Source: an optimization exercise on an open RTL-to-GDS flow (aim: small area, a short achievable clock period and few clock cycles). Production flows keep margins and buffers that such runs may drop.
In this exercise RTL edits were held to simulation tests only and were not proved equivalent to the original.
Power and IR drop assume default switching activity.

== build 46 ==
// analog_axis_key_repeater_top
module analog_axis_key_repeater_top (
    input  logic                                  clk,
    input  logic                                  rst_n,
    input  logic                                  push,
    output logic                                  full,
    input  logic                                  cmd,
    input  logic [akr_pkg::AXIS_BITS-1:0]         axis_number,
    input  logic signed [akr_pkg::LEVEL_BITS-1:0] axis_level,
    input  logic [akr_pkg::TIME_BITS-1:0]         time_ms,
    input  logic                                  cfg_we,
    input  logic [akr_pkg::CFG_IDX_BITS-1:0]      cfg_addr,
    input  logic [akr_pkg::CFG_BITS-1:0]          cfg_wdata,
    output logic                                  empty,
    input  logic                                  pop,
    output logic [akr_pkg::ENTRY_BITS-1:0]        entry_index,
    output logic [akr_pkg::KEY_BITS-1:0]          key_code,
    output logic                                  is_release,
    output logic                                  last_of_run
);
Settings: LEC_CHECK=0, ABC_AREA=1, CAP_MARGIN=20, CORE_MARGIN=2, CORE_UTILIZATION=60, CTS_CLUSTER_DIAMETER=70, CTS_CLUSTER_SIZE=30, SETUP_SLACK_MARGIN=5, SLEW_MARGIN=20, TNS_END_PERCENT=0; clock period 8.0 ns.
run.sh (not shown) runs the stock make flow with config.mk's settings and CLKGATE_MAP_FILE= SYNTH_SCRIPT=/design/flow/synth_recipe.tcl, a recipe that flattens the netlist after the stock synthesis.
Testbench counts of build 46, summed over its fixed seeds: cycles 11,651.
--- input diff build 46..build 33 ---
- SYNTH_HIERARCHICAL now 1, previously not set
## What came out
Post-placement setup slack is lower on build 46. Taking build 46 over build 33, the mean instance size in the synthesized netlist ratio works out to 1.05. Build 46 -> build 33: final antenna-violating net count delta 0, exact match. Re worst reg-to-reg path cell count: build 33 and build 46 aren't equal, and the lower value belongs to build 46. Looking at maximum fanout encountered on the critical timing path, build 33 sits above build 46.
The following lists how build 18 was set up differently from build 33:
- swapping 70 for 80 in CTS_CLUSTER_DIAMETER
- swapping 30 for 24 in CTS_CLUSTER_SIZE
- clearing ABC_AREA, which used to be 1
Findings:
- Against build 33, total design power in build 18 came out better.
- As of build 18, maximum vdd ir drop had risen by more than 10% compared to build 33.
- Detailed-routed wire length on met2 came out lower on build 18 than on build 33.
- Against build 33, count of clock-net buffers in the final layout in build 18 rose by a little under 10%.
- Build 18 vs build 33, total routing resource utilization after global routing went down by 2.5 points.
- Looking only at setup slack, and setting everything else aside, the higher value of build 33 and build 18 goes to build 33.
- Cmp build 18 vs build 33: met2 usage lower in build 18
- Going from build 33 to build 18, via count shrank by more than 10%.
- Build 18 gives more number of buffers inserted by post-CTS setup repair than build 33 did.
- Routed wire length for build 18 is lower than for build 33.
- Build 33 -> build 18: post-route cell area decreased slightly
> inputs changed (build 18 -> build 78)
- changing CTS_CLUSTER_SIZE from 24 to 30
- setting ABC_AREA to 1 for the first time
- removing SYNTH_HIERARCHICAL (formerly 1)
- changing CTS_CLUSTER_DIAMETER from 80 to 70
==> flow/flow/run.sh (new file) <==
#!/bin/bash
set -euo pipefail
export BUFFER_PORTS_ARGS="-buffer_cell sky130_fd_sc_hd__buf_4"
bash standard.sh finish > flow.log 2>&1
==> flow/standard.sh (new file) <==
#!/bin/bash
# synth_recipe.tcl (not shown) runs the flow's synth.tcl, then flattens the netlist and writes it again
# the make line also repeats each setting of config.mk as NAME=value (left out here)
make -C /OpenROAD-flow-scripts/flow DESIGN_CONFIG=/design/flow/config.mk WORK_HOME=/design/flow/orfs CLKGATE_MAP_FILE= SYNTH_SCRIPT=/design/flow/synth_recipe.tcl "${@:-finish}"
removed: flow/run.sh
Results
- Build 78 vs. build 18: critical path depth went down; critical path's largest stage delay shows no meaningful change; hold path depth up 1.
- Delta (build 78 minus build 18): combinational power now smaller, share of synthesized area occupied by flip-flops and latches now larger.
### build 78 -> build 57
- changing CTS_CLUSTER_DIAMETER from 70 to 85
- setting SYNTH_HIERARCHICAL to 1 for the first time
==> flow/run.sh (new file) <==
#!/bin/bash
# synth_recipe.tcl (not shown) runs the flow's synth.tcl, then flattens the netlist and writes it again
# the make line also repeats each setting of config.mk as NAME=value (left out here)
make -C /OpenROAD-flow-scripts/flow DESIGN_CONFIG=/design/flow/config.mk WORK_HOME=/design/flow/orfs CLKGATE_MAP_FILE= SYNTH_SCRIPT=/design/flow/synth_recipe.tcl finish
removed: flow/flow/run.sh
removed: flow/standard.sh
Results
Build 57: flow completed, timing, DRC and antenna clean. Compared with build 78, in build 57 die width rose 4.8 um; number of remaining DRC errors about even; count of buffers not belonging to the clock network in the layout fell about 15%; detail-routed net length per standard cell fell 0.21 um; cell count rose 288. | post-synthesis adder-cell area fraction | build 78 vs build 57 | ≈ equal |. Going from build 78 to build 57, the power share of the combinational group was found to have gone up by 7.0 points. Taking build 78 as the reference, in build 57 power consumption shows an increase of 460 uW; final area climbed about 3%. Uppermost layer routed: met4 -> build 57, met5 -> build 78.
Input changes introduced in build 10 (baseline for comparison: build 57):
- removing CTS_CLUSTER_DIAMETER (formerly 85)
- removing ABC_AREA (formerly 1)
- removing CTS_CLUSTER_SIZE (formerly 30)
--- outcome ---
The setup slack after placement of build 10 was inferior to that of build 57.
Share of total power in combinational logic in build 10 is 3.2 points below build 57.
Summary of build 10 over build 57: fmax shows a reduction of 0.027 GHz, post-synthesis instance total shows a reduction of 1,160, fraction of met1 tracks used by global routing shows a reduction of 3.3 points.

## static timing again, ports no longer ideal
Ports are ideal in the flow. The routed layouts listed here were re-timed in OpenROAD.
Step 1 (the two cells are an assumption about what drives the block):
set clk [get_ports {clk}]
set_driving_cell -lib_cell sky130_fd_sc_hd__clkbuf_16 $clk
set_driving_cell -lib_cell sky130_fd_sc_hd__buf_2 [delete_from_list [all_inputs] $clk]
Step 2 adds t to the input delays and takes it off the output delays; t is the mean of the earliest and latest rising clock arrival at the registers after step 1. Input paths then give back, and output paths get back, about the clock's delay inside the block.
a / b / c = no drivers / after step 1 / after step 2; a / b = the first two.
run	shift t [ns]	slack for setup (ns)	worst hold slack (ns)	worst setup path at the end	worst register clock-pin slew, ns
build 46	0.671	4.851 / 4.788 / 4.326	0.478 / 0.478 / 0.478	input to register	0.11 / 0.11
build 33	0.664	4.804 / 4.768 / 4.140	0.470 / 0.470 / 0.470	input to register	0.11 / 0.11
build 18	0.629	4.572 / 4.572 / 3.985	0.501 / 0.501 / 0.501	input to register	0.10 / 0.10
build 78	0.648	4.992 / 4.992 / 4.698	0.465 / 0.465 / 0.465	input to register	0.10 / 0.10
build 57	0.618	4.854 / 4.800 / 4.253	0.476 / 0.476 / 0.476	input to register	0.12 / 0.12
build 10	0.631	4.558 / 4.558 / 4.043	0.483 / 0.483 / 0.483	input to register	0.07 / 0.07
After both steps every run listed still meets setup and hold. The setup slack of build 33, which loses most, moves by -0.036 ns with the drivers and by -0.664 ns with both steps.
